From an optimization exercise on the open Yosys and OpenROAD flow, aimed at small area and a short achievable clock period; shortcuts taken in it are not production practice. Function was checked by simulation only, so behaviour that the tests miss may differ from the original.

--- flow/flow/run.sh ---
#!/bin/bash
set -euo pipefail
bash standard.sh SETUP_SLACK_MARGIN=8.5 "BUFFER_PORTS_ARGS=-buffer_cell sky130_fd_sc_hd__buf_1" finish > standard_flow.log 2>&1
--- flow/standard.sh ---
#!/bin/bash
# synth_recipe.tcl (not shown) runs the flow's synth.tcl, then flattens the netlist and writes it again
# the make line also repeats each setting of config.mk as NAME=value (left out here)
make -C /OpenROAD-flow-scripts/flow DESIGN_CONFIG=/design/flow/config.mk WORK_HOME=/design/flow/orfs CLKGATE_MAP_FILE= SYNTH_SCRIPT=/design/flow/synth_recipe.tcl "${@:-finish}"
--- flow/config.mk ---
export PLATFORM = sky130hd
export DESIGN_NAME = fir_xifu_ex_simd
export DESIGN_NICKNAME = fir_xifu_ex_simd
export VERILOG_FILES = /design/flow/design.v
export SDC_FILE = /design/flow/constraint.sdc
export NUM_CORES = 4
export LEC_CHECK = 0
export CAP_MARGIN = 20
export CORE_MARGIN = 2
export CORE_UTILIZATION = 40
export SLEW_MARGIN = 20
--- flow/constraint.sdc ---
create_clock -name core_clock -period 12.5 [get_ports {clk_i}]
set_input_delay 2.5000 -clock core_clock [delete_from_list [all_inputs] [get_ports {clk_i}]]
set_output_delay 2.5000 -clock core_clock [all_outputs]
set_load 0.01 [all_outputs]
--- flow/design.v ---
package fir_xifu_pkg;
  typedef enum logic [1:0] {
    OpNop   = 2'd0,
    OpLoad  = 2'd1,
    OpStore = 2'd2,
    OpDotp  = 2'd3
  } fir_op_e;
  localparam logic Mode16 = 1'b0;
  localparam logic Mode8  = 1'b1;
endpackage
module fir_xifu_simd_dotp (
  input  logic [15:0] ml_i,
  input  logic [15:0] mh_i,
  input  logic [23:0] dig_i,
  input  logic [32:0] d_i,
  output logic [32:0] x_o
);
  wire [16:0] m0 = {mh_i[7], mh_i[7:0], ml_i[7:0]};
  wire [16:0] pp0_0;
  assign pp0_0[0] = ((dig_i[1] & m0[0]) | (dig_i[0] & 1'b0)) ^ dig_i[2];
  assign pp0_0[1] = ((dig_i[1] & m0[1]) | (dig_i[0] & m0[0])) ^ dig_i[2];
  assign pp0_0[2] = ((dig_i[1] & m0[2]) | (dig_i[0] & m0[1])) ^ dig_i[2];
  assign pp0_0[3] = ((dig_i[1] & m0[3]) | (dig_i[0] & m0[2])) ^ dig_i[2];
  assign pp0_0[4] = ((dig_i[1] & m0[4]) | (dig_i[0] & m0[3])) ^ dig_i[2];
  assign pp0_0[5] = ((dig_i[1] & m0[5]) | (dig_i[0] & m0[4])) ^ dig_i[2];
  assign pp0_0[6] = ((dig_i[1] & m0[6]) | (dig_i[0] & m0[5])) ^ dig_i[2];
  assign pp0_0[7] = ((dig_i[1] & m0[7]) | (dig_i[0] & m0[6])) ^ dig_i[2];
  assign pp0_0[8] = ((dig_i[1] & m0[8]) | (dig_i[0] & m0[7])) ^ dig_i[2];
  assign pp0_0[9] = ((dig_i[1] & m0[9]) | (dig_i[0] & m0[8])) ^ dig_i[2];
  assign pp0_0[10] = ((dig_i[1] & m0[10]) | (dig_i[0] & m0[9])) ^ dig_i[2];
  assign pp0_0[11] = ((dig_i[1] & m0[11]) | (dig_i[0] & m0[10])) ^ dig_i[2];
  assign pp0_0[12] = ((dig_i[1] & m0[12]) | (dig_i[0] & m0[11])) ^ dig_i[2];
  assign pp0_0[13] = ((dig_i[1] & m0[13]) | (dig_i[0] & m0[12])) ^ dig_i[2];
  assign pp0_0[14] = ((dig_i[1] & m0[14]) | (dig_i[0] & m0[13])) ^ dig_i[2];
  assign pp0_0[15] = ((dig_i[1] & m0[15]) | (dig_i[0] & m0[14])) ^ dig_i[2];
  assign pp0_0[16] = ((dig_i[1] & m0[16]) | (dig_i[0] & m0[15])) ^ dig_i[2];
  wire [16:0] pp0_1;
  assign pp0_1[0] = ((dig_i[4] & m0[0]) | (dig_i[3] & 1'b0)) ^ dig_i[5];
  assign pp0_1[1] = ((dig_i[4] & m0[1]) | (dig_i[3] & m0[0])) ^ dig_i[5];
  assign pp0_1[2] = ((dig_i[4] & m0[2]) | (dig_i[3] & m0[1])) ^ dig_i[5];
  assign pp0_1[3] = ((dig_i[4] & m0[3]) | (dig_i[3] & m0[2])) ^ dig_i[5];
  assign pp0_1[4] = ((dig_i[4] & m0[4]) | (dig_i[3] & m0[3])) ^ dig_i[5];
  assign pp0_1[5] = ((dig_i[4] & m0[5]) | (dig_i[3] & m0[4])) ^ dig_i[5];
  assign pp0_1[6] = ((dig_i[4] & m0[6]) | (dig_i[3] & m0[5])) ^ dig_i[5];
  assign pp0_1[7] = ((dig_i[4] & m0[7]) | (dig_i[3] & m0[6])) ^ dig_i[5];
  assign pp0_1[8] = ((dig_i[4] & m0[8]) | (dig_i[3] & m0[7])) ^ dig_i[5];
  assign pp0_1[9] = ((dig_i[4] & m0[9]) | (dig_i[3] & m0[8])) ^ dig_i[5];
  assign pp0_1[10] = ((dig_i[4] & m0[10]) | (dig_i[3] & m0[9])) ^ dig_i[5];
  assign pp0_1[11] = ((dig_i[4] & m0[11]) | (dig_i[3] & m0[10])) ^ dig_i[5];
  assign pp0_1[12] = ((dig_i[4] & m0[12]) | (dig_i[3] & m0[11])) ^ dig_i[5];
  assign pp0_1[13] = ((dig_i[4] & m0[13]) | (dig_i[3] & m0[12])) ^ dig_i[5];
  assign pp0_1[14] = ((dig_i[4] & m0[14]) | (dig_i[3] & m0[13])) ^ dig_i[5];
  assign pp0_1[15] = ((dig_i[4] & m0[15]) | (dig_i[3] & m0[14])) ^ dig_i[5];
  assign pp0_1[16] = ((dig_i[4] & m0[16]) | (dig_i[3] & m0[15])) ^ dig_i[5];
  wire [16:0] pp0_2;
  assign pp0_2[0] = ((dig_i[7] & m0[0]) | (dig_i[6] & 1'b0)) ^ dig_i[8];
  assign pp0_2[1] = ((dig_i[7] & m0[1]) | (dig_i[6] & m0[0])) ^ dig_i[8];
  assign pp0_2[2] = ((dig_i[7] & m0[2]) | (dig_i[6] & m0[1])) ^ dig_i[8];
  assign pp0_2[3] = ((dig_i[7] & m0[3]) | (dig_i[6] & m0[2])) ^ dig_i[8];
  assign pp0_2[4] = ((dig_i[7] & m0[4]) | (dig_i[6] & m0[3])) ^ dig_i[8];
  assign pp0_2[5] = ((dig_i[7] & m0[5]) | (dig_i[6] & m0[4])) ^ dig_i[8];
  assign pp0_2[6] = ((dig_i[7] & m0[6]) | (dig_i[6] & m0[5])) ^ dig_i[8];
  assign pp0_2[7] = ((dig_i[7] & m0[7]) | (dig_i[6] & m0[6])) ^ dig_i[8];
  assign pp0_2[8] = ((dig_i[7] & m0[8]) | (dig_i[6] & m0[7])) ^ dig_i[8];
  assign pp0_2[9] = ((dig_i[7] & m0[9]) | (dig_i[6] & m0[8])) ^ dig_i[8];
  assign pp0_2[10] = ((dig_i[7] & m0[10]) | (dig_i[6] & m0[9])) ^ dig_i[8];
  assign pp0_2[11] = ((dig_i[7] & m0[11]) | (dig_i[6] & m0[10])) ^ dig_i[8];
  assign pp0_2[12] = ((dig_i[7] & m0[12]) | (dig_i[6] & m0[11])) ^ dig_i[8];
  assign pp0_2[13] = ((dig_i[7] & m0[13]) | (dig_i[6] & m0[12])) ^ dig_i[8];
  assign pp0_2[14] = ((dig_i[7] & m0[14]) | (dig_i[6] & m0[13])) ^ dig_i[8];
  assign pp0_2[15] = ((dig_i[7] & m0[15]) | (dig_i[6] & m0[14])) ^ dig_i[8];
  assign pp0_2[16] = ((dig_i[7] & m0[16]) | (dig_i[6] & m0[15])) ^ dig_i[8];
  wire [16:0] pp0_3;
  assign pp0_3[0] = ((dig_i[10] & m0[0]) | (dig_i[9] & 1'b0)) ^ dig_i[11];
  assign pp0_3[1] = ((dig_i[10] & m0[1]) | (dig_i[9] & m0[0])) ^ dig_i[11];
  assign pp0_3[2] = ((dig_i[10] & m0[2]) | (dig_i[9] & m0[1])) ^ dig_i[11];
  assign pp0_3[3] = ((dig_i[10] & m0[3]) | (dig_i[9] & m0[2])) ^ dig_i[11];
  assign pp0_3[4] = ((dig_i[10] & m0[4]) | (dig_i[9] & m0[3])) ^ dig_i[11];
  assign pp0_3[5] = ((dig_i[10] & m0[5]) | (dig_i[9] & m0[4])) ^ dig_i[11];
  assign pp0_3[6] = ((dig_i[10] & m0[6]) | (dig_i[9] & m0[5])) ^ dig_i[11];
  assign pp0_3[7] = ((dig_i[10] & m0[7]) | (dig_i[9] & m0[6])) ^ dig_i[11];
  assign pp0_3[8] = ((dig_i[10] & m0[8]) | (dig_i[9] & m0[7])) ^ dig_i[11];
  assign pp0_3[9] = ((dig_i[10] & m0[9]) | (dig_i[9] & m0[8])) ^ dig_i[11];
  assign pp0_3[10] = ((dig_i[10] & m0[10]) | (dig_i[9] & m0[9])) ^ dig_i[11];
  assign pp0_3[11] = ((dig_i[10] & m0[11]) | (dig_i[9] & m0[10])) ^ dig_i[11];
  assign pp0_3[12] = ((dig_i[10] & m0[12]) | (dig_i[9] & m0[11])) ^ dig_i[11];
  assign pp0_3[13] = ((dig_i[10] & m0[13]) | (dig_i[9] & m0[12])) ^ dig_i[11];
  assign pp0_3[14] = ((dig_i[10] & m0[14]) | (dig_i[9] & m0[13])) ^ dig_i[11];
  assign pp0_3[15] = ((dig_i[10] & m0[15]) | (dig_i[9] & m0[14])) ^ dig_i[11];
  assign pp0_3[16] = ((dig_i[10] & m0[16]) | (dig_i[9] & m0[15])) ^ dig_i[11];
  wire [16:0] m1 = {mh_i[15], mh_i[15:8], ml_i[15:8]};
  wire [16:0] pp1_0;
  assign pp1_0[0] = ((dig_i[13] & m1[0]) | (dig_i[12] & 1'b0)) ^ dig_i[14];
  assign pp1_0[1] = ((dig_i[13] & m1[1]) | (dig_i[12] & m1[0])) ^ dig_i[14];
  assign pp1_0[2] = ((dig_i[13] & m1[2]) | (dig_i[12] & m1[1])) ^ dig_i[14];
  assign pp1_0[3] = ((dig_i[13] & m1[3]) | (dig_i[12] & m1[2])) ^ dig_i[14];
  assign pp1_0[4] = ((dig_i[13] & m1[4]) | (dig_i[12] & m1[3])) ^ dig_i[14];
  assign pp1_0[5] = ((dig_i[13] & m1[5]) | (dig_i[12] & m1[4])) ^ dig_i[14];
  assign pp1_0[6] = ((dig_i[13] & m1[6]) | (dig_i[12] & m1[5])) ^ dig_i[14];
  assign pp1_0[7] = ((dig_i[13] & m1[7]) | (dig_i[12] & m1[6])) ^ dig_i[14];
  assign pp1_0[8] = ((dig_i[13] & m1[8]) | (dig_i[12] & m1[7])) ^ dig_i[14];
  assign pp1_0[9] = ((dig_i[13] & m1[9]) | (dig_i[12] & m1[8])) ^ dig_i[14];
  assign pp1_0[10] = ((dig_i[13] & m1[10]) | (dig_i[12] & m1[9])) ^ dig_i[14];
  assign pp1_0[11] = ((dig_i[13] & m1[11]) | (dig_i[12] & m1[10])) ^ dig_i[14];
  assign pp1_0[12] = ((dig_i[13] & m1[12]) | (dig_i[12] & m1[11])) ^ dig_i[14];
  assign pp1_0[13] = ((dig_i[13] & m1[13]) | (dig_i[12] & m1[12])) ^ dig_i[14];
  assign pp1_0[14] = ((dig_i[13] & m1[14]) | (dig_i[12] & m1[13])) ^ dig_i[14];
  assign pp1_0[15] = ((dig_i[13] & m1[15]) | (dig_i[12] & m1[14])) ^ dig_i[14];
  assign pp1_0[16] = ((dig_i[13] & m1[16]) | (dig_i[12] & m1[15])) ^ dig_i[14];
  wire [16:0] pp1_1;
  assign pp1_1[0] = ((dig_i[16] & m1[0]) | (dig_i[15] & 1'b0)) ^ dig_i[17];
  assign pp1_1[1] = ((dig_i[16] & m1[1]) | (dig_i[15] & m1[0])) ^ dig_i[17];
  assign pp1_1[2] = ((dig_i[16] & m1[2]) | (dig_i[15] & m1[1])) ^ dig_i[17];
  assign pp1_1[3] = ((dig_i[16] & m1[3]) | (dig_i[15] & m1[2])) ^ dig_i[17];
  assign pp1_1[4] = ((dig_i[16] & m1[4]) | (dig_i[15] & m1[3])) ^ dig_i[17];
  assign pp1_1[5] = ((dig_i[16] & m1[5]) | (dig_i[15] & m1[4])) ^ dig_i[17];
  assign pp1_1[6] = ((dig_i[16] & m1[6]) | (dig_i[15] & m1[5])) ^ dig_i[17];
  assign pp1_1[7] = ((dig_i[16] & m1[7]) | (dig_i[15] & m1[6])) ^ dig_i[17];
  assign pp1_1[8] = ((dig_i[16] & m1[8]) | (dig_i[15] & m1[7])) ^ dig_i[17];
  assign pp1_1[9] = ((dig_i[16] & m1[9]) | (dig_i[15] & m1[8])) ^ dig_i[17];
  assign pp1_1[10] = ((dig_i[16] & m1[10]) | (dig_i[15] & m1[9])) ^ dig_i[17];
  assign pp1_1[11] = ((dig_i[16] & m1[11]) | (dig_i[15] & m1[10])) ^ dig_i[17];
  assign pp1_1[12] = ((dig_i[16] & m1[12]) | (dig_i[15] & m1[11])) ^ dig_i[17];
  assign pp1_1[13] = ((dig_i[16] & m1[13]) | (dig_i[15] & m1[12])) ^ dig_i[17];
  assign pp1_1[14] = ((dig_i[16] & m1[14]) | (dig_i[15] & m1[13])) ^ dig_i[17];
  assign pp1_1[15] = ((dig_i[16] & m1[15]) | (dig_i[15] & m1[14])) ^ dig_i[17];
  assign pp1_1[16] = ((dig_i[16] & m1[16]) | (dig_i[15] & m1[15])) ^ dig_i[17];
  wire [16:0] pp1_2;
  assign pp1_2[0] = ((dig_i[19] & m1[0]) | (dig_i[18] & 1'b0)) ^ dig_i[20];
  assign pp1_2[1] = ((dig_i[19] & m1[1]) | (dig_i[18] & m1[0])) ^ dig_i[20];
  assign pp1_2[2] = ((dig_i[19] & m1[2]) | (dig_i[18] & m1[1])) ^ dig_i[20];
  assign pp1_2[3] = ((dig_i[19] & m1[3]) | (dig_i[18] & m1[2])) ^ dig_i[20];
  assign pp1_2[4] = ((dig_i[19] & m1[4]) | (dig_i[18] & m1[3])) ^ dig_i[20];
  assign pp1_2[5] = ((dig_i[19] & m1[5]) | (dig_i[18] & m1[4])) ^ dig_i[20];
  assign pp1_2[6] = ((dig_i[19] & m1[6]) | (dig_i[18] & m1[5])) ^ dig_i[20];
  assign pp1_2[7] = ((dig_i[19] & m1[7]) | (dig_i[18] & m1[6])) ^ dig_i[20];
  assign pp1_2[8] = ((dig_i[19] & m1[8]) | (dig_i[18] & m1[7])) ^ dig_i[20];
  assign pp1_2[9] = ((dig_i[19] & m1[9]) | (dig_i[18] & m1[8])) ^ dig_i[20];
  assign pp1_2[10] = ((dig_i[19] & m1[10]) | (dig_i[18] & m1[9])) ^ dig_i[20];
  assign pp1_2[11] = ((dig_i[19] & m1[11]) | (dig_i[18] & m1[10])) ^ dig_i[20];
  assign pp1_2[12] = ((dig_i[19] & m1[12]) | (dig_i[18] & m1[11])) ^ dig_i[20];
  assign pp1_2[13] = ((dig_i[19] & m1[13]) | (dig_i[18] & m1[12])) ^ dig_i[20];
  assign pp1_2[14] = ((dig_i[19] & m1[14]) | (dig_i[18] & m1[13])) ^ dig_i[20];
  assign pp1_2[15] = ((dig_i[19] & m1[15]) | (dig_i[18] & m1[14])) ^ dig_i[20];
  assign pp1_2[16] = ((dig_i[19] & m1[16]) | (dig_i[18] & m1[15])) ^ dig_i[20];
  wire [16:0] pp1_3;
  assign pp1_3[0] = ((dig_i[22] & m1[0]) | (dig_i[21] & 1'b0)) ^ dig_i[23];
  assign pp1_3[1] = ((dig_i[22] & m1[1]) | (dig_i[21] & m1[0])) ^ dig_i[23];
  assign pp1_3[2] = ((dig_i[22] & m1[2]) | (dig_i[21] & m1[1])) ^ dig_i[23];
  assign pp1_3[3] = ((dig_i[22] & m1[3]) | (dig_i[21] & m1[2])) ^ dig_i[23];
  assign pp1_3[4] = ((dig_i[22] & m1[4]) | (dig_i[21] & m1[3])) ^ dig_i[23];
  assign pp1_3[5] = ((dig_i[22] & m1[5]) | (dig_i[21] & m1[4])) ^ dig_i[23];
  assign pp1_3[6] = ((dig_i[22] & m1[6]) | (dig_i[21] & m1[5])) ^ dig_i[23];
  assign pp1_3[7] = ((dig_i[22] & m1[7]) | (dig_i[21] & m1[6])) ^ dig_i[23];
  assign pp1_3[8] = ((dig_i[22] & m1[8]) | (dig_i[21] & m1[7])) ^ dig_i[23];
  assign pp1_3[9] = ((dig_i[22] & m1[9]) | (dig_i[21] & m1[8])) ^ dig_i[23];
  assign pp1_3[10] = ((dig_i[22] & m1[10]) | (dig_i[21] & m1[9])) ^ dig_i[23];
  assign pp1_3[11] = ((dig_i[22] & m1[11]) | (dig_i[21] & m1[10])) ^ dig_i[23];
  assign pp1_3[12] = ((dig_i[22] & m1[12]) | (dig_i[21] & m1[11])) ^ dig_i[23];
  assign pp1_3[13] = ((dig_i[22] & m1[13]) | (dig_i[21] & m1[12])) ^ dig_i[23];
  assign pp1_3[14] = ((dig_i[22] & m1[14]) | (dig_i[21] & m1[13])) ^ dig_i[23];
  assign pp1_3[15] = ((dig_i[22] & m1[15]) | (dig_i[21] & m1[14])) ^ dig_i[23];
  assign pp1_3[16] = ((dig_i[22] & m1[16]) | (dig_i[21] & m1[15])) ^ dig_i[23];
  wire [11:0] dn = {1'b0, d_i[16:6]} + {11'd0, dig_i[11]} + {11'd0, dig_i[23]};
  wire s0 = d_i[2] ^ dig_i[5];
  wire c0 = d_i[2] & dig_i[5];
  wire s1, c1;
  assign {c1, s1} = {d_i[4]} + {dig_i[8]} + {dig_i[20]};
  wire s2 = pp0_0[4] ^ pp0_1[2];
  wire c2 = pp0_0[4] & pp0_1[2];
  wire s3, c3;
  assign {c3, s3} = {d_i[5]} + {pp0_0[5]} + {pp0_1[3]};
  wire s4 = pp0_2[1] ^ pp1_0[5];
  wire c4 = pp0_2[1] & pp1_0[5];
  wire s5, c5;
  assign {c5, s5} = {pp0_0[6]} + {pp0_1[4]} + {pp0_2[2]};
  wire s6, c6;
  assign {c6, s6} = {pp0_3[0]} + {pp1_0[6]} + {pp1_1[4]};
  wire s7 = pp1_2[2] ^ pp1_3[0];
  wire c7 = pp1_2[2] & pp1_3[0];
  wire s8, c8;
  assign {c8, s8} = {pp0_0[7]} + {pp0_1[5]} + {pp0_2[3]};
  wire s9, c9;
  assign {c9, s9} = {pp0_3[1]} + {pp1_0[7]} + {pp1_1[5]};
  wire s10, c10;
  assign {c10, s10} = {pp1_2[3]} + {pp1_3[1]} + {dn[1]};
  wire s11, c11;
  assign {c11, s11} = {pp0_0[8]} + {pp0_1[6]} + {pp0_2[4]};
  wire s12, c12;
  assign {c12, s12} = {pp0_3[2]} + {pp1_0[8]} + {pp1_1[6]};
  wire s13, c13;
  assign {c13, s13} = {pp1_2[4]} + {pp1_3[2]} + {dn[2]};
  wire s14, c14;
  assign {c14, s14} = {pp0_0[9]} + {pp0_1[7]} + {pp0_2[5]};
  wire s15, c15;
  assign {c15, s15} = {pp0_3[3]} + {pp1_0[9]} + {pp1_1[7]};
  wire s16, c16;
  assign {c16, s16} = {pp1_2[5]} + {pp1_3[3]} + {dn[3]};
  wire s17, c17;
  assign {c17, s17} = {pp0_0[10]} + {pp0_1[8]} + {pp0_2[6]};
  wire s18, c18;
  assign {c18, s18} = {pp0_3[4]} + {pp1_0[10]} + {pp1_1[8]};
  wire s19, c19;
  assign {c19, s19} = {pp1_2[6]} + {pp1_3[4]} + {dn[4]};
  wire s20, c20;
  assign {c20, s20} = {pp0_0[11]} + {pp0_1[9]} + {pp0_2[7]};
  wire s21, c21;
  assign {c21, s21} = {pp0_3[5]} + {pp1_0[11]} + {pp1_1[9]};
  wire s22, c22;
  assign {c22, s22} = {pp1_2[7]} + {pp1_3[5]} + {dn[5]};
  wire s23, c23;
  assign {c23, s23} = {pp0_0[12]} + {pp0_1[10]} + {pp0_2[8]};
  wire s24, c24;
  assign {c24, s24} = {pp0_3[6]} + {pp1_0[12]} + {pp1_1[10]};
  wire s25, c25;
  assign {c25, s25} = {pp1_2[8]} + {pp1_3[6]} + {dn[6]};
  wire s26, c26;
  assign {c26, s26} = {pp0_0[13]} + {pp0_1[11]} + {pp0_2[9]};
  wire s27, c27;
  assign {c27, s27} = {pp0_3[7]} + {pp1_0[13]} + {pp1_1[11]};
  wire s28, c28;
  assign {c28, s28} = {pp1_2[9]} + {pp1_3[7]} + {dn[7]};
  wire s29, c29;
  assign {c29, s29} = {pp0_0[14]} + {pp0_1[12]} + {pp0_2[10]};
  wire s30, c30;
  assign {c30, s30} = {pp0_3[8]} + {pp1_0[14]} + {pp1_1[12]};
  wire s31, c31;
  assign {c31, s31} = {pp1_2[10]} + {pp1_3[8]} + {dn[8]};
  wire s32, c32;
  assign {c32, s32} = {pp0_0[15]} + {pp0_1[13]} + {pp0_2[11]};
  wire s33, c33;
  assign {c33, s33} = {pp0_3[9]} + {pp1_0[15]} + {pp1_1[13]};
  wire s34, c34;
  assign {c34, s34} = {pp1_2[11]} + {pp1_3[9]} + {dn[9]};
  wire s35, c35;
  assign {c35, s35} = {~pp0_0[16]} + {pp0_1[14]} + {pp0_2[12]};
  wire s36, c36;
  assign {c36, s36} = {pp0_3[10]} + {~pp1_0[16]} + {pp1_1[14]};
  wire s37, c37;
  assign {c37, s37} = {pp1_2[12]} + {pp1_3[10]} + {dn[10]};
  wire s38, c38;
  assign {c38, s38} = {1'b1} + {d_i[17]} + {pp0_1[15]};
  wire s39, c39;
  assign {c39, s39} = {pp0_2[13]} + {pp0_3[11]} + {pp1_1[15]};
  wire s40, c40;
  assign {c40, s40} = {pp1_2[13]} + {pp1_3[11]} + {dn[11]};
  wire s41, c41;
  assign {c41, s41} = {1'b1} + {d_i[18]} + {~pp0_1[16]};
  wire s42, c42;
  assign {c42, s42} = {pp0_2[14]} + {pp0_3[12]} + {~pp1_1[16]};
  wire s43 = pp1_2[14] ^ pp1_3[12];
  wire c43 = pp1_2[14] & pp1_3[12];
  wire s44, c44;
  assign {c44, s44} = {d_i[19]} + {pp0_2[15]} + {pp0_3[13]};
  wire s45 = 1'b1 ^ d_i[20];
  wire c45 = 1'b1 & d_i[20];
  wire s46 = d_i[0] ^ dig_i[2];
  wire c46 = d_i[0] & dig_i[2];
  wire s47, c47;
  assign {c47, s47} = {dig_i[17]} + {s0} + {pp0_0[2]};
  wire s48, c48;
  assign {c48, s48} = {d_i[3]} + {c0} + {pp0_0[3]};
  wire s49 = pp0_1[1] ^ pp1_0[3];
  wire c49 = pp0_1[1] & pp1_0[3];
  wire s50, c50;
  assign {c50, s50} = {s1} + {pp0_2[0]} + {pp1_0[4]};
  wire s51, c51;
  assign {c51, s51} = {pp1_1[2]} + {pp1_2[0]} + {s2};
  wire s52, c52;
  assign {c52, s52} = {c1} + {pp1_1[3]} + {pp1_2[1]};
  wire s53, c53;
  assign {c53, s53} = {c2} + {s4} + {s3};
  wire s54, c54;
  assign {c54, s54} = {dn[0]} + {c4} + {s7};
  wire s55, c55;
  assign {c55, s55} = {c3} + {s5} + {s6};
  wire s56, c56;
  assign {c56, s56} = {c7} + {c5} + {c6};
  wire s57, c57;
  assign {c57, s57} = {s8} + {s9} + {s10};
  wire s58, c58;
  assign {c58, s58} = {c8} + {c9} + {c10};
  wire s59, c59;
  assign {c59, s59} = {s11} + {s12} + {s13};
  wire s60, c60;
  assign {c60, s60} = {c11} + {c12} + {c13};
  wire s61, c61;
  assign {c61, s61} = {s14} + {s15} + {s16};
  wire s62, c62;
  assign {c62, s62} = {c14} + {c15} + {c16};
  wire s63, c63;
  assign {c63, s63} = {s17} + {s18} + {s19};
  wire s64, c64;
  assign {c64, s64} = {c17} + {c18} + {c19};
  wire s65, c65;
  assign {c65, s65} = {s20} + {s21} + {s22};
  wire s66, c66;
  assign {c66, s66} = {c20} + {c21} + {c22};
  wire s67, c67;
  assign {c67, s67} = {s23} + {s24} + {s25};
  wire s68, c68;
  assign {c68, s68} = {c23} + {c24} + {c25};
  wire s69, c69;
  assign {c69, s69} = {s26} + {s27} + {s28};
  wire s70, c70;
  assign {c70, s70} = {c26} + {c27} + {c28};
  wire s71, c71;
  assign {c71, s71} = {s29} + {s30} + {s31};
  wire s72, c72;
  assign {c72, s72} = {c29} + {c30} + {c31};
  wire s73, c73;
  assign {c73, s73} = {s32} + {s33} + {s34};
  wire s74, c74;
  assign {c74, s74} = {c32} + {c33} + {c34};
  wire s75, c75;
  assign {c75, s75} = {s35} + {s36} + {s37};
  wire s76, c76;
  assign {c76, s76} = {c35} + {c36} + {c37};
  wire s77, c77;
  assign {c77, s77} = {s38} + {s39} + {s40};
  wire s78, c78;
  assign {c78, s78} = {s43} + {c38} + {c39};
  wire s79, c79;
  assign {c79, s79} = {c40} + {s41} + {s42};
  wire s80, c80;
  assign {c80, s80} = {pp1_2[15]} + {pp1_3[13]} + {c43};
  wire s81, c81;
  assign {c81, s81} = {c41} + {c42} + {s44};
  wire s82, c82;
  assign {c82, s82} = {s45} + {~pp0_2[16]} + {pp0_3[14]};
  wire s83, c83;
  assign {c83, s83} = {~pp1_2[16]} + {pp1_3[14]} + {c44};
  wire s84, c84;
  assign {c84, s84} = {d_i[21]} + {c45} + {pp0_3[15]};
  wire s85 = 1'b1 ^ d_i[22];
  wire c85 = 1'b1 & d_i[22];
  wire s86 = dig_i[14] ^ s46;
  wire c86 = dig_i[14] & s46;
  wire s87, c87;
  assign {c87, s87} = {d_i[1]} + {c46} + {pp0_0[1]};
  wire s88, c88;
  assign {c88, s88} = {pp0_1[0]} + {pp1_0[2]} + {pp1_1[0]};
  wire s89, c89;
  assign {c89, s89} = {pp1_1[1]} + {s49} + {c47};
  wire s90, c90;
  assign {c90, s90} = {c49} + {c48} + {s50};
  wire s91, c91;
  assign {c91, s91} = {c50} + {s52} + {c51};
  wire s92, c92;
  assign {c92, s92} = {c52} + {s54} + {c53};
  wire s93, c93;
  assign {c93, s93} = {c54} + {c55} + {s56};
  wire s94, c94;
  assign {c94, s94} = {c56} + {c57} + {s58};
  wire s95, c95;
  assign {c95, s95} = {c58} + {c59} + {s60};
  wire s96, c96;
  assign {c96, s96} = {c60} + {c61} + {s62};
  wire s97, c97;
  assign {c97, s97} = {c62} + {c63} + {s64};
  wire s98, c98;
  assign {c98, s98} = {c64} + {c65} + {s66};
  wire s99, c99;
  assign {c99, s99} = {c66} + {c67} + {s68};
  wire s100, c100;
  assign {c100, s100} = {c68} + {c69} + {s70};
  wire s101, c101;
  assign {c101, s101} = {c70} + {c71} + {s72};
  wire s102, c102;
  assign {c102, s102} = {c72} + {c73} + {s74};
  wire s103, c103;
  assign {c103, s103} = {c74} + {c75} + {s76};
  wire s104, c104;
  assign {c104, s104} = {c76} + {c77} + {s78};
  wire s105, c105;
  assign {c105, s105} = {s80} + {c78} + {c79};
  wire s106, c106;
  assign {c106, s106} = {s82} + {c80} + {c81};
  wire s107, c107;
  assign {c107, s107} = {pp1_3[15]} + {c82} + {s84};
  wire s108, c108;
  assign {c108, s108} = {s85} + {~pp0_3[16]} + {~pp1_3[16]};
  wire s109 = pp0_0[0] ^ pp1_0[0];
  wire c109 = pp0_0[0] & pp1_0[0];
  wire s110, c110;
  assign {c110, s110} = {pp1_0[1]} + {c86} + {s87};
  wire s111, c111;
  assign {c111, s111} = {c87} + {s88} + {s47};
  wire s112, c112;
  assign {c112, s112} = {c88} + {s48} + {s89};
  wire s113, c113;
  assign {c113, s113} = {s51} + {c89} + {s90};
  wire s114, c114;
  assign {c114, s114} = {c90} + {s53} + {s91};
  wire s115, c115;
  assign {c115, s115} = {s55} + {c91} + {s92};
  wire s116, c116;
  assign {c116, s116} = {s57} + {c92} + {s93};
  wire s117, c117;
  assign {c117, s117} = {s59} + {c93} + {s94};
  wire s118, c118;
  assign {c118, s118} = {s61} + {c94} + {s95};
  wire s119, c119;
  assign {c119, s119} = {s63} + {c95} + {s96};
  wire s120, c120;
  assign {c120, s120} = {s65} + {c96} + {s97};
  wire s121, c121;
  assign {c121, s121} = {s67} + {c97} + {s98};
  wire s122, c122;
  assign {c122, s122} = {s69} + {c98} + {s99};
  wire s123, c123;
  assign {c123, s123} = {s71} + {c99} + {s100};
  wire s124, c124;
  assign {c124, s124} = {s73} + {c100} + {s101};
  wire s125, c125;
  assign {c125, s125} = {s75} + {c101} + {s102};
  wire s126, c126;
  assign {c126, s126} = {s77} + {c102} + {s103};
  wire s127, c127;
  assign {c127, s127} = {s79} + {c103} + {s104};
  wire s128, c128;
  assign {c128, s128} = {s81} + {c104} + {s105};
  wire s129, c129;
  assign {c129, s129} = {s83} + {c105} + {s106};
  wire s130, c130;
  assign {c130, s130} = {c83} + {s107} + {c106};
  wire s131, c131;
  assign {c131, s131} = {c84} + {s108} + {c107};
  wire s132, c132;
  assign {c132, s132} = {d_i[23]} + {c85} + {c108};
  wire [32:0] row0 = {d_i[32], d_i[31], d_i[30], d_i[29], d_i[28], d_i[27], d_i[26], d_i[25], c132, c131, c130, c129, c128, c127, c126, c125, c124, c123, c122, c121, c120, c119, c118, c117, c116, c115, c114, c113, c112, c111, c110, c109, s109};
  wire [32:0] row1 = {1'b0, 1'b0, 1'b0, 1'b0, 1'b0, 1'b0, 1'b0, 1'b0, d_i[24], s132, s131, s130, s129, s128, s127, s126, s125, s124, s123, s122, s121, s120, s119, s118, s117, s116, s115, s114, s113, s112, s111, s110, s86};
  assign x_o = row0 + row1;
endmodule
module fir_xifu_ex_simd #(
  parameter int unsigned XLEN    = 32,
  parameter int unsigned MAC_LAT = 3,
  parameter int unsigned ID_W    = 4
) (
  input  logic            clk_i,
  input  logic            rst_i,
  input  logic            clear_i,
  input  logic            in_valid_i,
  output logic            in_ready_o,
  input  logic [1:0]      in_op_i,
  input  logic            in_mode_i,
  input  logic            in_sat_i,
  input  logic [ID_W-1:0] in_id_i,
  input  logic [4:0]      in_rd_i,
  input  logic [4:0]      in_rs1_i,
  input  logic [XLEN-1:0] in_base_i,
  input  logic [11:0]     in_imm_i,
  input  logic [4:0]      in_shamt_i,
  input  logic [XLEN-1:0] op_a_i,
  input  logic [XLEN-1:0] op_b_i,
  input  logic [XLEN-1:0] op_c_i,
  input  logic            commit_valid_i,
  input  logic [ID_W-1:0] commit_id_i,
  input  logic            commit_kill_i,
  input  logic            fwd_we_i,
  input  logic [4:0]      fwd_rd_i,
  input  logic [XLEN-1:0] fwd_result_i,
  output logic            mem_valid_o,
  input  logic            mem_ready_i,
  output logic [31:0]     mem_addr_o,
  output logic            mem_we_o,
  output logic [XLEN-1:0] mem_wdata_o,
  output logic [ID_W-1:0] mem_id_o,
  output logic            out_valid_o,
  input  logic            out_ready_i,
  output logic [1:0]      out_op_o,
  output logic [4:0]      out_rd_o,
  output logic [ID_W-1:0] out_id_o,
  output logic [XLEN-1:0] out_result_o,
  output logic [31:0]     out_next_addr_o
);
  logic st_idle_q, st_mac0_q, st_mac1_q, st_wait_q, st_mem_q, st_done_q;
  logic [1:0]      op_q;
  logic [4:0]      rd_q;
  logic [ID_W-1:0] id_q;
  logic            mode8_q, sat_q;
  logic [31:0]     a_q;
  logic [15:0]     mh_q;
  logic [23:0]     dig_q;
  logic [17:0]     r_q;
  logic [32:0]     d_q;
  logic            accept, is_dotp, is_mem, is_store;
  logic [31:0]     base, store_data;
  logic            accept_commit, wait_hit;
  logic [32:0]     x, c_biased;
  logic [23:0]     dig_acc, dig_mac0;
  logic            ovf;
  logic [31:0]     next_addr;
  logic            addr_c12, addr_inc, addr_dec;
  logic [19:0]     addr_ones, addr_zeros;
  assign accept        = st_idle_q & in_valid_i;
  assign is_dotp       = (in_op_i == fir_xifu_pkg::OpDotp);
  assign is_store      = (in_op_i == fir_xifu_pkg::OpStore);
  assign is_mem        = (in_op_i == fir_xifu_pkg::OpLoad) | is_store;
  assign base          = (fwd_we_i && (fwd_rd_i == in_rs1_i)) ? fwd_result_i : in_base_i;
  assign store_data    = $signed(op_c_i) >>> in_shamt_i;
  assign accept_commit = commit_valid_i && (commit_id_i == in_id_i) && !commit_kill_i;
  assign wait_hit      = commit_valid_i && (commit_id_i == id_q);
  assign c_biased = {{op_c_i[31], op_c_i[31:24]} - (in_mode_i ? 9'd2 : 9'd1), op_c_i[23:0]};
  function automatic logic [11:0] booth4(input logic [7:0] q, input logic qm1);
    logic [8:0] e;
    e = {q, qm1};
    for (int k = 0; k < 4; k++) begin
      booth4[3*k+2] = e[2*k+2];
      booth4[3*k+1] = e[2*k+1] ^ e[2*k];
      booth4[3*k]   = (e[2*k+2] & ~e[2*k+1] & ~e[2*k]) | (~e[2*k+2] & e[2*k+1] & e[2*k]);
    end
  endfunction
  assign dig_acc  = {booth4(op_b_i[23:16], 1'b0), booth4(op_b_i[7:0], 1'b0)};
  assign dig_mac0 = {booth4(r_q[15:8], r_q[17]), booth4(r_q[7:0], r_q[16])};
  fir_xifu_simd_dotp u_dotp (
    .ml_i ({a_q[23:16], a_q[7:0]}),
    .mh_i (mh_q),
    .dig_i(dig_q),
    .d_i  (d_q),
    .x_o  (x)
  );
  assign {addr_c12, next_addr[11:0]} = {1'b0, a_q[11:0]} + {1'b0, r_q[11:0]};
  assign addr_inc = addr_c12 & ~r_q[11];
  assign addr_dec = ~addr_c12 & r_q[11];
  always_comb begin
    addr_ones[0]  = 1'b1;
    addr_zeros[0] = 1'b1;
    for (int k = 1; k < 20; k++) begin
      addr_ones[k]  = addr_ones[k-1] & a_q[11+k];
      addr_zeros[k] = addr_zeros[k-1] & ~a_q[11+k];
    end
  end
  assign next_addr[31:12] = a_q[31:12] ^ (({20{addr_inc}} & addr_ones) | ({20{addr_dec}} & addr_zeros));
  always_ff @(posedge clk_i) begin
    if (rst_i || clear_i) begin
      st_idle_q <= 1'b1;
      st_mac0_q <= 1'b0;
      st_mac1_q <= 1'b0;
      st_wait_q <= 1'b0;
      st_mem_q  <= 1'b0;
      st_done_q <= 1'b0;
    end else begin
      st_idle_q <= (st_idle_q & ~in_valid_i) | (st_done_q & out_ready_i) |
                   (st_wait_q & wait_hit & commit_kill_i);
      st_mac0_q <= accept & is_dotp;
      st_mac1_q <= st_mac0_q;
      st_wait_q <= (accept & is_store & ~accept_commit) | (st_wait_q & ~wait_hit);
      st_mem_q  <= (accept & (in_op_i == fir_xifu_pkg::OpLoad)) |
                   (accept & is_store & accept_commit) |
                   (st_wait_q & wait_hit & ~commit_kill_i) | (st_mem_q & ~mem_ready_i);
      st_done_q <= (accept & (in_op_i == fir_xifu_pkg::OpNop)) | st_mac1_q |
                   (st_mem_q & mem_ready_i) | (st_done_q & ~out_ready_i);
    end
  end
  always_ff @(posedge clk_i) begin
    if (accept) begin
      op_q    <= in_op_i;
      rd_q    <= in_rd_i;
      id_q    <= in_id_i;
      mode8_q <= in_mode_i;
      sat_q   <= in_sat_i;
      a_q     <= is_dotp ? op_a_i : (is_mem ? base : 32'd0);
      mh_q    <= in_mode_i ? {{8{op_a_i[23]}}, {8{op_a_i[7]}}} : {op_a_i[31:24], op_a_i[15:8]};
      dig_q   <= dig_acc;
      r_q     <= {op_b_i[23] & ~in_mode_i, op_b_i[7] & ~in_mode_i, op_b_i[31:24],
                  is_dotp ? op_b_i[15:8] : in_imm_i[7:0]};
      if (!is_dotp) r_q[11:8] <= in_imm_i[11:8];
      d_q     <= is_dotp ? c_biased : (is_mem ? {1'b0, store_data} : 33'd0);
    end else if (st_mac0_q) begin
      d_q        <= mode8_q ? x : {{8{x[32]}}, x[32:8]};
      dig_q      <= dig_mac0;
      r_q[7:0]   <= x[7:0];
      if (mode8_q) begin
        a_q[7:0]   <= a_q[15:8];
        a_q[23:16] <= a_q[31:24];
        mh_q       <= {{8{a_q[31]}}, {8{a_q[15]}}};
      end
    end else if (st_mac1_q) begin
      d_q <= mode8_q ? x : {~x[24], x[23:0], r_q[7:0]};
      a_q <= 32'd0;
    end else if (st_mem_q && mem_ready_i) begin
      d_q <= 33'd0;
      a_q <= next_addr;
    end
  end
  assign in_ready_o      = st_idle_q;
  assign mem_valid_o     = st_mem_q;
  assign out_valid_o     = st_done_q;
  assign mem_addr_o      = a_q;
  assign mem_we_o        = (op_q == fir_xifu_pkg::OpStore);
  assign mem_wdata_o     = d_q[31:0];
  assign mem_id_o        = id_q;
  assign out_op_o        = op_q;
  assign out_rd_o        = rd_q;
  assign out_id_o        = id_q;
  assign ovf             = d_q[32] ^ d_q[31];
  assign out_result_o    = (sat_q && ovf) ? {d_q[32], {31{~d_q[32]}}} : d_q[31:0];
  assign out_next_addr_o = a_q;
endmodule
==> results.tsv, run 1 <==
metric	value	unit
fill cell count	4138	
hold buffers post-CTS	0	
Data arrival, critical path	5840	ps
Post-synth top flop	edfxtp_1	
hold path start	st_wait_q	
Slew headroom	40.2	%
critical path, cell by cell	buf_12 > fa_2 > ha_4 > buf_12 > xnor2_4 > fa_2 > fa_2 > fa_1 > fa_1 > inv_2 > ha_4 > nor3_2 > o31ai_4 > nand4_1 > buf_4 > a211oi_4 > o31ai_4 > buf_4 > a21oi_4 > xnor2_2 > o211ai_1	
gr ovfl total	0	
final instance area	23600	µm²
RSZ-0062 raised after global routing	true	
clock latency on the worst-skew pair	460	ps
number of port buffers	359	
vias per cell	5.90	
die footprint	47100	µm²
most used cell, CP	fa_2	
Hold Vio Cnt, Final	0	
WS Path Type	reg -> reg	
sequential cell area	4200	µm²
dpl hpwl	52.2	mm
Max-Cap Viols	0	
core area	45100	µm²
share of layout cells above drive strength 1	24.6	%
kind of start point of the critical path	register	
clock sinks	142	
Inserted Clock Buffers	17	
final core occ	52.3	%
Die X	217	µm
Crit Reg-Reg Startpoint	dig_q[11]	
Die Span Y	217	µm
Worst Tran Pin Value	894	ps
clk root buf	clkbuf_16	
# nets final	2753	
Clock Skew	23.7	ps
CP max stage cell	fa_2	
Fmax	0.176	GHz
Final Setup Violations	0	
CP bufs+invs	5	
DRC	0	
ANT nets after route	0	
register clock-pin slew on the reported worst setup and hold paths	70	ps
H-tree depth	4	
Worst Hold Class	reg -> reg	
status	timing/DRC/antenna clean	
Clock Path Buffers	2	
register-to-register setup slack	6830	ps
first-pass GRT wire length	106	mm
crit path capture type	register	
Syn Nets	2366	
FP Rows	78	
Starting Density	40.3	%
largest net degree at the start of global routing	60	
antenna cell count	0	
initial DRC count	1656	
TNS Setup	0	ps
Crit path largest cell delay	590	ps
CTS tree	done	
WL/cell	24.0	µm
area occupied by multi-input gates	14000	µm²
Max FO, Critical Path	4	
Overall Global Routing Usage	29.6	%
Netlist Area Pre-Place	18200	µm²
initial antenna violation count	1	
beginning of the critical path	dig_q[11]	
yosys warns	1	
Post-synth ARST share	0	%
post-synth cell types	76	
gp weighted congestion	0.951	
FF+latch count, synth	142	
final slew viol count	0	
Routed WL	71.4	mm
vias in the first global route	17200	
Final Cycle Share	45.4	%
post-synthesis sequential area ratio	23.1	%
Mapped Avg Cell Area	9.22	µm²
Initial DRT Pass Iterations	6	
IO Pins	360	
CP Data Required Time	12670	ps
Gate Count Post-Synth	1971	
via count	17500	
post-synthesis to final-layout area growth	29.7	%
critical path's top delay family	adder cells	
min Tclk post-route	5670	ps
number of flops mapped to enable cells by yosys	136	
post-placement cell area	19600	µm²
-- routing by layer --
layer  wire length (µm)  part of all wire [%]  GRT usage (%)  vias up
met1              29400                    41           40.4     8744
li1                   -                     -              -     7810
met4               2880                   4.0           12.0        2
met3               5830                   8.2           5.77      151
met2              33300                    47           46.2      811
met5                 11                 0.015              0        -
-- cell usage after synthesis, types with 13 or more instances --
library cell  count  area share, %
nand2_1         179            3.7
xor2_1          152            7.3
edfxtp_1        136             22
a22oi_1         125            5.2
clkbuf_1        124            2.6
fa_1            124             14
inv_1           113            2.3
o21ai_0          97            2.7
a21oi_1          96            2.6
nor2_1           87            1.8
xnor2_1          76            3.7
buf_4            68            2.8
mux2i_1          67            3.7
ha_1             58            4.0
a21o_1           46            1.9
mux2_2           30            1.9
nand3_1          30           0.83
a211oi_1         28            1.2
mux4_2           24            3.0
a222oi_1         21            1.2
nor3_1           20           0.55
o211ai_1         19           0.78
nor2b_1          17           0.59
o221ai_1         17           0.82
clkbuf_2         15           0.41
nand2b_1         14           0.48
a31oi_1          13           0.45
-- final cells by class --
class,instances,share of cell area [%]
Clock inverter,13,0.897
Inverter,116,1.87
Timing Repair inverter,1,0.0319
Tap cell,600,3.19
Timing Repair Buffer,583,15.1
Clock buffer,18,1.82
Multi-Input combinational cell,1497,59.2
Sequential cell,142,17.8
-- stage by stage --
step / setup slack (ps) / hold slack [ps] / cells
after global placement: 6180 / 474 / 2723
after detailed placement: 6060 / 481 / 2723
final: 6830 / 481 / 2970
after CTS: 6890 / 485 / 2928
after global routing: 6680 / 510 / 2970
after floorplan: 7110 / 447 / 1971
-- sequential cells by signal (all words and copies together) (netlist names), 2 cells and up --
signal and count:
id_q 4, d_q 33, mh_q 16, op_q 2, r_q 18, dig_q 24
rd_q 5, a_q 32
-- cells by family after synthesis --
family / synth area share [%]
and+or+nand+nor: 10.9
AOI/OAI and AO/OA: 20.3
buffers and inverters: 8.52
xor gates and xnor gates: 11.0
adders and majority gates: 17.7
DFF: 23.1
muxes: 8.52
-- placed cells by master (no fill, tap or decap), types with 28 or more instances in the layout --
cell type,count
a21o_1,46
a21oi_1,74
a22oi_1,118
buf_1,326
buf_12,28
buf_4,168
edfxtp_1,136
fa_1,94
fa_2,30
ha_1,37
inv_1,99
mux2i_1,62
nand2_1,166
nor2_1,77
o21ai_0,63
o21ai_1,34
xnor2_1,59
xor2_1,141
-- worst min-delay path: cells and delay by family (launching register included) --
family	cells	cell delay, ps
flops	1	330
simple gates	2	120
-- path summary, 6_finish.rpt --
check | end | cells past startpoint
worst min-delay path | st_idle_q | 2
worst min register to register | st_idle_q | 2
worst max-delay path | d_q[31] | 21
worst max register to register | d_q[31] | 21
-- timing repair --
item                                    4_1_cts  5_1_grt
setup buffers                               167       42
gates cloned                                  7        0
pin swaps                                   119      101
endpoints found under the setup margin      166      118
gates resized for setup                     209      117
==> inputs of run 2 (changes only) <==
==> flow/flow/run.sh (replaced) <==
#!/bin/bash
set -euo pipefail
bash standard.sh SETUP_SLACK_MARGIN=7.5 "BUFFER_PORTS_ARGS=-buffer_cell sky130_fd_sc_hd__buf_1" finish > standard_flow.log 2>&1
==> results.tsv, run 2 <==
metric	value	unit	change
status	timing/DRC/antenna clean		unchanged
Worst Hold Class	reg -> reg		unchanged
clock sinks	142		unchanged
WL/cell	23.8	µm	was 24.0 µm
Clock Path Buffers	2		unchanged
sequential cell area	4200	µm²	unchanged
post-synthesis sequential area ratio	23.1	%	unchanged
CP Data Required Time	12690	ps	was 12670 ps
Synth Area in XOR/XNOR	11.0	%	unchanged
Initial DRT Pass Iterations	8		was 6
synth top area cells	edfxtp_1 (22%), fa_1 (14%), xor2_1 (7.3%), a22oi_1 (5.2%), ha_1 (4.0%)		unchanged
top-count cell post-synth	nand2_1		unchanged
WS Path Type	reg -> reg		unchanged
Netlist Area Pre-Place	18200	µm²	unchanged
max FFs per register	33		unchanged
Max-Cap Viols	0		unchanged
Slew headroom	29.7	%	was 40.2%
die footprint	47100	µm²	unchanged
post-synthesis to final-layout area growth	24.0	%	was 29.7%
Final Cycle Share	44.7	%	was 45.4%
core area	45100	µm²	unchanged
ANT nets after route	0		unchanged
Mapped Avg Cell Area	9.22	µm²	unchanged
Routed WL	69.7	mm	was 71.4 mm
Simple-Gate Fraction of Synth Area	10.9	%	unchanged
DRC	0		unchanged
Adder-Cell Fraction of Synth Area	17.7	%	unchanged
TNS Setup	0	ps	unchanged
WL met3	6.00	mm	was 5.83 mm
gp weighted congestion	0.936		was 0.951
dpl hpwl	52.0	mm	was 52.2 mm
min Tclk post-route	5590	ps	was 5670 ps
first-pass GRT wire length	103	mm	was 106 mm
Worst Tran Pin Value	1050	ps	was 894 ps
crit path capture type	register		unchanged
commonest cells in the netlist	nand2_1 (179), xor2_1 (152), edfxtp_1 (136), a22oi_1 (125)		unchanged
Starting Density	40.3	%	unchanged
register clock-pin slew on the reported worst setup and hold paths	70	ps	about the same
Die X	217	µm	unchanged
post-synth cell types	76		unchanged
yosys warns	1		unchanged
Post-synth top flop	edfxtp_1		unchanged
clock latency on the worst-skew pair	450	ps	was 460 ps
number of port buffers	359		unchanged
H-tree depth	4		unchanged
share of layout cells above drive strength 1	19.5	%	was 24.6%
leading area contributor after synthesis	edfxtp_1		unchanged
initial antenna violation count	2		was 1
Final Setup Violations	0		unchanged
Die Span Y	217	µm	unchanged
# nets final	2712		was 2753
largest registers	d_q: 33 flops, a_q: 32 flops, dig_q: 24 flops		unchanged
Gate Count Post-Synth	1971		unchanged
FF+latch count, synth	142		unchanged
Synth top area share	22.5	%	unchanged
final slew viol count	0		unchanged
Inserted Clock Buffers	17		unchanged
clk root buf	clkbuf_16		unchanged
Top reg by flops	d_q		unchanged
IO Pins	360		unchanged
kind of start point of the critical path	register		unchanged
Syn Nets	2366		unchanged
Crit Reg-Reg Startpoint	dig_q[11]		unchanged
most frequent cells in the layout	buf_1 (357), nand2_1 (173), buf_4 (160)		was buf_1 (326), buf_4 (168), nand2_1 (166)
largest net degree at the start of global routing	60		unchanged
FP Rows	78		unchanged
vias per cell	5.93		was 5.90
post-synthesis compound-gate area fraction	20.3	%	unchanged
mux contribution to synthesized area	8.52	%	unchanged
Max FO, Critical Path	5		was 4
gr ovfl total	0		unchanged
largest family of logic cells by synthesized area	compound AO/OA/AOI/OAI gates		unchanged
vias in the first global route	16700		was 17200
fill cell count	4179		was 4138
RSZ-0062 raised after global routing	true		unchanged
hold path depth	2		unchanged
area occupied by multi-input gates	13500	µm²	was 14000 µm²
hold path start	st_wait_q		unchanged
CTS tree	done		unchanged
number of flops mapped to enable cells by yosys	136		unchanged
hold buffers post-CTS	0		unchanged
most common library cell in the layout ignoring fill and taps	buf_1		unchanged
worst reg2reg path depth	21		unchanged
Overall Global Routing Usage	28.8	%	was 29.6%
top layer in use	met5		unchanged
Post-synth ARST share	0	%	unchanged
initial DRC count	2055		was 1656
Hold Vio Cnt, Final	0		unchanged
Clock Skew	11.3	ps	was 23.7 ps
WL met2	32.5	mm	was 33.3 mm
WL met1	28.5	mm	was 29.4 mm
beginning of the critical path	dig_q[11]		unchanged
Data arrival, critical path	5780	ps	was 5840 ps
Fmax	0.179	GHz	was 0.176 GHz
via count	17400		was 17500
[run 2: cell types whose count changed in the layout (fill, tap and decap cells not counted), moves of 11 or more]
cell	change
buf_1	+31
buf_2	-21
buf_6	-16
mux2_2	+11
mux2_4	-11
o21ai_0	+22
o21ai_1	-21
[run 2: cell type report]
class | instances | area share (%)
clock buffers | 17 | 1.89
flip-flops and latches | 142 | 18.7
well taps | 600 | 3.33
multi-input cells | 1492 | 59.7
clock inverters | 14 | 0.850
diodes | 1 | 0.0111
inverters | 116 | 1.95
repair buffers | 548 | 13.6
[run 2: cells by family after synthesis]
family | Yosys count
buffers and inverters | 337
xor gates and xnor gates | 228
adders and majority gates | 182
and+or+nand+nor | 418
DFF | 142
muxes | 121
AOI/OAI and AO/OA | 543
[run 2: timing repair]
action,CTS,global route
gates cloned,0,1
pin swaps,99,60
buffers inserted,134,40
setup endpoints to repair,38,36
endpoints found under the hold margin,0,0
gates resized for setup,113,70
[run 2: worst max-delay path, stage by stage, from the launching register on]
cell and delay [ps]:
edfxtp_1 430, buf_12 160, fa_2 440, ha_4 200, nand2_2 50, nor2_2 50, xnor2_2 130, fa_2 410
fa_2 540, fa_1 440, fa_1 530, inv_2 50, ha_4 250, and3_4 150, and3_4 190, a22o_4 240
nor3b_2 160, a211oi_2 140, buf_4 160, mux2i_4 290, o21ai_2 90, a211o_1 230
[run 2: final timing paths]
check,slack [ps],end
worst max-delay path,6910,d_q[25]
worst min-delay path,480,st_idle_q
worst max register to register,6910,d_q[25]
worst min register to register,480,st_idle_q
[run 2: metal layers]
layer  track usage [%]  vias to the layer above
li1                  -                     7713
met1              39.9                     8621
met2              45.5                      907
met3              4.36                      142
met4              11.1                        2
met5                 0                        -
[run 2: metrics by stage]
step | instance area, µm² | hold slack (ps) | worst slack (ps) | instances | utilization [%]
floorplan | 18400 | 447 | 7110 | 1971 | -
global placement | 19500 | 470 | 6150 | 2723 | 43.2
detailed placement | 19500 | 475 | 5970 | 2723 | 43.2
CTS | 21800 | 484 | 6900 | 2888 | 48.4
global route | 22500 | 515 | 6760 | 2929 | 50.0
finish | 22500 | 479 | 6910 | 2930 | 50.0
==> inputs of run 3 (changes only) <==
--- a/flow/config.mk
+++ b/flow/config.mk
@@ -8,4 +8,5 @@
 export CAP_MARGIN = 20
 export CORE_MARGIN = 2
 export CORE_UTILIZATION = 40
+export CTS_BUF_LIST = sky130_fd_sc_hd__clkbuf_4 sky130_fd_sc_hd__clkbuf_8
 export SLEW_MARGIN = 20
==> results.tsv, run 3 <==
metric	value	unit	change
Gate Count Post-Synth	1971		unchanged
WL/cell	23.9	µm	was 23.8 µm
beginning of the critical path	dig_q[11]		unchanged
via count	17400		about the same
Crit path largest cell delay	560	ps	was 540 ps
Crit path depth	20		was 21
Hold Vio Cnt, Final	0		unchanged
Slew headroom	28.0	%	was 29.7%
CTS tree	done		unchanged
initial antenna violation count	2		unchanged
Synth top area share	22.5	%	unchanged
Netlist Area Pre-Place	18200	µm²	unchanged
gr ovfl total	0		unchanged
register clock-pin slew on the reported worst setup and hold paths	100	ps	was 70 ps
leading area contributor after synthesis	edfxtp_1		unchanged
largest net degree at the start of global routing	60		unchanged
synth top area cells	edfxtp_1 (22%), fa_1 (14%), xor2_1 (7.3%), a22oi_1 (5.2%), ha_1 (4.0%)		unchanged
dpl hpwl	52.0	mm	unchanged
Worst Hold Class	reg -> reg		unchanged
final instance area	22300	µm²	was 22500 µm²
status	timing/DRC/antenna clean		unchanged
Max FO, Critical Path	5		unchanged
IO Pins	360		unchanged
WS Path Type	reg -> reg		unchanged
most common library cell in the layout ignoring fill and taps	buf_1		unchanged
Syn Nets	2366		unchanged
share of layout cells above drive strength 1	19.6	%	was 19.5%
Initial DRT Pass Iterations	10		was 8
Top reg by flops	d_q		unchanged
post-placement cell area	19500	µm²	unchanged
yosys warns	1		unchanged
CP bufs+invs	4		was 3
Die X	217	µm	unchanged
kind of start point of the critical path	register		unchanged
critical path's top delay family	adder cells		unchanged
DRC	0		unchanged
top-count cell post-synth	nand2_1		unchanged
clk root buf	clkbuf_8		was clkbuf_16
Post-synth top flop	edfxtp_1		unchanged
CP max stage cell	fa_1		was fa_2
Setup WS pre-CTS	5970	ps	unchanged
register-to-register setup slack	6820	ps	was 6910 ps
ANT nets after route	0		unchanged
initial DRC count	2174		was 2055
Placed Cells	2723		unchanged
most used cell, CP	fa_2		unchanged
Final Cycle Share	45.4	%	was 44.7%
min Tclk post-route	5680	ps	was 5590 ps
Layout Cells excl Fill	2930		unchanged
TNS Setup	0	ps	unchanged
end of the critical path	d_q[20]		was d_q[25]
die footprint	47100	µm²	unchanged
hold buffers post-CTS	0		unchanged
number of port buffers	359		unchanged
Inserted Clock Buffers	17		unchanged
Post-synth ARST share	0	%	unchanged
Mapped Avg Cell Area	9.22	µm²	unchanged
number of flops mapped to enable cells by yosys	136		unchanged
largest registers	d_q: 33 flops, a_q: 32 flops, dig_q: 24 flops		unchanged
post-synthesis sequential area ratio	23.1	%	unchanged
post-synth cell types	76		unchanged
post-synthesis to final-layout area growth	22.8	%	was 24.0%
final slew viol count	0		unchanged
Max-Cap Viols	0		unchanged
clock sinks	142		unchanged
RR Endpoint	d_q[20]		was d_q[25]
Final Setup Violations	0		unchanged
Crit Reg-Reg Startpoint	dig_q[11]		unchanged
post-route setup slack	6820	ps	was 6910 ps
Overall Global Routing Usage	28.9	%	was 28.8%
H-tree depth	4		unchanged
Clock Path Buffers	2		unchanged
Clock Skew	17.6	ps	was 11.3 ps
vias in the first global route	16700		about the same
gp weighted congestion	0.936		unchanged
worst reg2reg path depth	20		was 21
CP Data Required Time	12740	ps	was 12690 ps
FF+latch count, synth	142		unchanged
vias per cell	5.95		was 5.93
Data arrival, critical path	5920	ps	was 5780 ps
critical path, cell by cell	buf_12 > fa_2 > nand4_1 > xor2_2 > fa_2 > fa_2 > fa_1 > fa_1 > inv_2 > ha_4 > buf_4 > nand3_1 > o211ai_1 > buf_4 > a41oi_1 > o21ai_2 > a31oi_2 > xnor2_2 > a221oi_2 > o21ai_1		was buf_12 > fa_2 > ha_4 > nand2_2 > nor2_2 > xnor2_2 > fa_2 > fa_2 > fa_1 > fa_1 > inv_2 > ha_4 > and3_4 > and3_4 > a22o_4 > nor3b_2 > a211oi_2 > buf_4 > mux2i_4 > o21ai_2 > a211o_1
most frequent cells in the layout	buf_1 (357), nand2_1 (172), buf_4 (159)		was buf_1 (357), nand2_1 (173), buf_4 (160)
# nets final	2710		was 2712
Fmax	0.176	GHz	was 0.179 GHz
FP Rows	78		unchanged
first-pass GRT wire length	103	mm	about the same
Starting Density	40.3	%	unchanged
RSZ-0062 raised after global routing	true		unchanged
commonest cells in the netlist	nand2_1 (179), xor2_1 (152), edfxtp_1 (136), a22oi_1 (125)		unchanged
Die Span Y	217	µm	unchanged
core area	45100	µm²	unchanged
clock latency on the worst-skew pair	510	ps	was 450 ps
max FFs per register	33		unchanged
crit path capture type	register		unchanged
Worst Tran Pin Value	1080	ps	was 1050 ps
Routed WL	70.0	mm	was 69.7 mm
run 3: cell counts after synthesis:
No cell type changed its count.
run 3: repair_timing:
item                                    CTS  global route
pin swaps                               101            61
setup buffers                           138            34
gates resized for setup                 116            67
gates cloned                              0             1
endpoints found under the setup margin   38            47
run 3: how the worst min path moves through the flow:
stage | cells past startpoint | slack (ps) | to | start
global placement | 2 | 470 | st_idle_q | st_wait_q
CTS | 2 | 490 | st_idle_q | st_wait_q
global route | 2 | 520 | st_idle_q | st_wait_q
floorplan | 2 | 450 | st_idle_q | st_wait_q
detailed placement | 2 | 470 | st_idle_q | st_wait_q
finish | 2 | 480 | st_idle_q | st_wait_q
run 3: logic make-up after synthesis:
group                      Yosys count  share of synthesized area (%)
AOI/OAI and AO/OA                  543                           20.3
and+or+nand+nor                    418                           10.9
buffers and inverters              337                           8.52
xor gates and xnor gates           228                           11.0
adders and majority gates          182                           17.7
DFF                                142                           23.1
muxes                              121                           8.52
run 3: worst reg2reg max path: stages (launching register included):
cell and delay, ps:
edfxtp_1 440, buf_12 160, fa_2 440, nand4_1 180, xor2_2 180, fa_2 470
fa_2 350, fa_1 480, fa_1 560, inv_2 60, ha_4 250, buf_4 150
nand3_1 100, o211ai_1 110, buf_4 170, a41oi_1 320, o21ai_2 150, a31oi_2 240
xnor2_2 170, a221oi_2 310, o21ai_1 100
run 3: metrics by stage:
stage	hold slack [ps]	utilization, %
2_1_floorplan	447	-
3_3_place_gp	470	43.2
3_5_place_dp	475	43.2
4_1_cts	487	48.1
5_1_grt	519	49.5
6_report	484	49.5
run 3: layout make-up:
cell class | count | area, µm²
antenna | 3 | 7.51
clock buffer | 17 | 234
clock inverter | 14 | 191
fill | 4215 | 22800
inverter | 116 | 440
multi-input combinational | 1492 | 13400
sequential | 142 | 4200
tap | 600 | 751
timing repair buffer | 546 | 3040
run 3: routing by layer:
metal  up-vias  routed length, µm  global-route usage, %
met5         -                  0                      0
met4         0               2570                   9.77
met3       144               5730                   4.19
met2       922              32700                   46.1
met1      8677              29000                   40.3
li1       7702                  -                      -

## afterwards: timing with drivers on the ports
No port has a modelled driver above. Below, the same layouts with a new extraction and two added sets of constraints. Step 1 (the two cells are an assumption about what drives the block):
set clk [get_ports {clk_i}]
set_driving_cell -lib_cell sky130_fd_sc_hd__clkbuf_16 $clk
set_driving_cell -lib_cell sky130_fd_sc_hd__buf_2 [delete_from_list [all_inputs] $clk]
Step 2 also shifts input and output timing later by t, the mid clock arrival at the registers, as if the neighbouring blocks saw the same clock. Slacks: ideal ports / drivers / drivers and shift; pairs: ideal ports / drivers.
run	t (ns)	setup WS [ns]	hold slack, ns	worst register clock-pin slew, ns
run 1	0.495	6.828 / 6.828 / 6.765	0.481 / 0.481 / 0.481	0.08 / 0.08
run 2	0.500	6.914 / 6.914 / 6.696	0.479 / 0.479 / 0.479	0.07 / 0.07
run 3	0.552	6.822 / 6.822 / 6.713	0.484 / 0.484 / 0.484	0.10 / 0.10
After both steps every run listed still meets setup and hold. The setup slack of run 2, which loses most, moves by 0.000 ns with the drivers and by -0.218 ns with both steps.
